Context: an optimization exercise on an open-source flow, tuned for small area and a short achievable clock period. The choices shown serve that exercise and are no tape-out recipe. Function was checked by simulation only, so behaviour that the tests miss may differ from the original. Power and IR drop assume default switching activity.

// depth_to_spectrum_color
module depth_to_spectrum_color #(
    parameter int DEPTH_BITS = 11
) (
    input  logic                               i_clk,
    input  logic                               i_rst_n,
    input  logic                               start,
    output logic                               busy,
    input  logic                               i_cfg_we,
    input  logic [dsc_pkg::CFG_IDX_BITS-1:0]   i_cfg_idx,
    input  logic [DEPTH_BITS-1:0]              i_cfg_data,
    input  logic [DEPTH_BITS-1:0]              i_depth_sample,
    input  logic                               i_frame_end_in,
    output logic                               o_valid,
    output logic [7:0]                         o_blue_level,
    output logic [7:0]                         o_green_level,
    output logic [7:0]                         o_red_level,
    output logic                               o_frame_end_out
);
Size in the first run: ~6100 cells after synthesis, about 1400 flip-flops, about 55 I/O pins.
Settings: LEC_CHECK=0, CAP_MARGIN=20, CORE_MARGIN=2, CORE_UTILIZATION=40, CTS_BUF_LIST=sky130_fd_sc_hd__clkbuf_8, CTS_CLUSTER_DIAMETER=50, CTS_CLUSTER_SIZE=22, SETUP_SLACK_MARGIN=5, SLEW_MARGIN=20; clock period 8.0 ns.
run.sh (not shown) runs the stock make flow with config.mk's settings and CLKGATE_MAP_FILE= SYNTH_SCRIPT=/design/flow/synth_recipe.tcl, a recipe that flattens the netlist after the stock synthesis.
The first run finished clean.
Rerun with:
Settings changed: TNS_END_PERCENT from default to 20.
What happened: Worst setup slack loses 0.11 ns. Area after synthesis is unchanged. Cell area is about the same. Power hardly moves. Sequential share of layout area hardly moves. Routed wire length hardly moves.

---

depth_to_spectrum_color again, from the RTL that the note above started with.
Settings: LEC_CHECK=0, CAP_MARGIN=20, CORE_MARGIN=2, CORE_UTILIZATION=40, CTS_BUF_LIST=sky130_fd_sc_hd__clkbuf_16, CTS_CLUSTER_DIAMETER=50, CTS_CLUSTER_SIZE=30, SETUP_SLACK_MARGIN=5, SLEW_MARGIN=20; clock period 8.0 ns.
Then changed:
--- a/flow/config.mk
+++ b/flow/config.mk
@@ -10,6 +10,7 @@
 export CORE_UTILIZATION = 40
-export CTS_BUF_LIST = sky130_fd_sc_hd__clkbuf_16
+export CTS_BUF_LIST = sky130_fd_sc_hd__clkbuf_8
 export CTS_CLUSTER_DIAMETER = 50
-export CTS_CLUSTER_SIZE = 30
+export CTS_CLUSTER_SIZE = 22
 export SETUP_SLACK_MARGIN = 5
 export SLEW_MARGIN = 20
+export TNS_END_PERCENT = 50
Routed wire length is lower by about 0.6%; synthesized area is unchanged; clock-buffer cell count is higher by 1; utilization is lower by 1.2 points.
Then changed:
--- a/flow/config.mk
+++ b/flow/config.mk
@@ -11,6 +11,4 @@
 export CTS_BUF_LIST = sky130_fd_sc_hd__clkbuf_8
-export CTS_CLUSTER_DIAMETER = 50
-export CTS_CLUSTER_SIZE = 22
+export CTS_CLUSTER_SIZE = 20
 export SETUP_SLACK_MARGIN = 5
 export SLEW_MARGIN = 20
-export TNS_END_PERCENT = 50
Result:
- count of clock-buffer cells in the layout rose by 140
- global-route usage rose by 0.28 points
- final area rose by a few percent
- register-to-register slack improves by 60 ps
Then changed:
--- a/flow/config.mk
+++ b/flow/config.mk
@@ -11,3 +11,4 @@
 export CTS_BUF_LIST = sky130_fd_sc_hd__clkbuf_8
-export CTS_CLUSTER_SIZE = 20
+export CTS_CLUSTER_DIAMETER = 40
+export CTS_CLUSTER_SIZE = 22
 export SETUP_SLACK_MARGIN = 5
Effect: Design area hardly moves; routed wire length is lower by 0.54%; first-iteration DRC count rises by 4.9%; via count goes down by 0.57%; setup slack is worse by 21 ps.
Then changed:
--- a/flow/config.mk
+++ b/flow/config.mk
@@ -12,3 +12,3 @@
 export CTS_CLUSTER_DIAMETER = 40
-export CTS_CLUSTER_SIZE = 22
+export CTS_CLUSTER_SIZE = 26
 export SETUP_SLACK_MARGIN = 5
The changed run went through all stages and came out clean.
Worst setup slack got worse by 11 ps.
Global-route usage is about the same.
Routed wire length stays flat.
Die area is unchanged.
Non-clock buffer count stays the same.
Cell area stays flat.
Via count barely changes.
Then changed:
--- a/flow/config.mk
+++ b/flow/config.mk
@@ -10,5 +10,5 @@
 export CORE_UTILIZATION = 40
-export CTS_BUF_LIST = sky130_fd_sc_hd__clkbuf_8
-export CTS_CLUSTER_DIAMETER = 40
-export CTS_CLUSTER_SIZE = 26
+export CTS_BUF_LIST = sky130_fd_sc_hd__clkbuf_4 sky130_fd_sc_hd__clkbuf_8 sky130_fd_sc_hd__clkbuf_16
+export CTS_CLUSTER_DIAMETER = 50
+export CTS_CLUSTER_SIZE = 22
 export SETUP_SLACK_MARGIN = 5
Worst setup slack is better by 36 ps.
Global-route usage shrinks by 0.11 points.
Wire length falls slightly.
Non-clock buffer count decreases by 3.
Critical path depth does not change.
Final area rose slightly.
Area after synthesis is unchanged.

---

willow:
Starting RTL as in the previous note.
Settings: LEC_CHECK=0, CAP_MARGIN=20, CORE_MARGIN=2, CORE_UTILIZATION=50, CTS_BUF_LIST=sky130_fd_sc_hd__clkbuf_8, CTS_CLUSTER_DIAMETER=50, CTS_CLUSTER_SIZE=22, SETUP_SLACK_MARGIN=5, SLEW_MARGIN=20; clock period 8.0 ns.
willow reached the final stage; the timing, DRC and antenna checks on its layout passed.
Input changes introduced in tundra (baseline for comparison: willow):
Settings: CTS_CLUSTER_DIAMETER: 50 -> 40; CTS_CLUSTER_SIZE: 22 -> 24; CORE_UTILIZATION: 50 -> 40.
==> comparison <==
Of the two candidates, willow has the better global-route wire length before repair and tundra the worse one.
Cells: tundra has more instances than willow
tundra vs willow — non-clock buffer count climbed by a few percent
Looking at final design area excluding fillers, tundra sits 0.0023 mm^2 higher than willow does.
Summary of the comparison: final net count is higher in tundra, relative to willow.
Compared with willow, tundra shows a total of clock buffers placed in the layout that is 42% higher.
tundra against willow: fraction of standard cell area in multi-input logic fell 1.5 points, register share of total power fell 2.1 points, number of multi-input combinational cells about even, routed wire length rose 1.8%, normalized max-slew margin fell 4.3 points.

==> afterwards: timing with drivers on the ports <==
Ports are ideal in the flow. The routed layouts listed here were re-timed in OpenROAD. Step 1, drivers: a clkbuf_16 drives i_clk and a buf_2 each remaining input, both assumed. Step 2 moves the port delays by t, midway between the first and last clock arrival at a register: inputs arrive t later, outputs are due t later. That takes back most of the time a late clock gives input paths. Three values: no drivers, after step 1, after step 2; two values: the first two.
run	t (ns)	setup slack, ns	worst setup path after step 2	latest minus earliest clock arrival (ns)
the first run of note 1	0.933	5.062 / 4.992 / 5.154	register to register	0.093 / 0.093
the second run of note 1	0.925	4.947 / 4.881 / 4.947	register to register	0.093 / 0.092
the first run of note 2	0.841	5.067 / 4.987 / 5.148	register to register	0.063 / 0.063
the second run of note 2	0.930	5.058 / 4.989 / 5.103	register to register	0.091 / 0.091
the third run of note 2	0.972	5.065 / 4.996 / 5.159	register to register	0.054 / 0.054
the fourth run of note 2	0.952	5.044 / 4.972 / 5.131	register to register	0.088 / 0.088
the fifth run of note 2	0.963	5.033 / 4.962 / 5.131	register to register	0.088 / 0.087
the sixth run of note 2	0.834	5.069 / 4.985 / 5.119	register to register	0.056 / 0.056
willow	0.923	5.069 / 5.004 / 5.090	register to register	0.057 / 0.057
tundra	0.965	5.033 / 4.962 / 5.110	register to register	0.088 / 0.087
After both steps setup and hold are still met in every run listed.
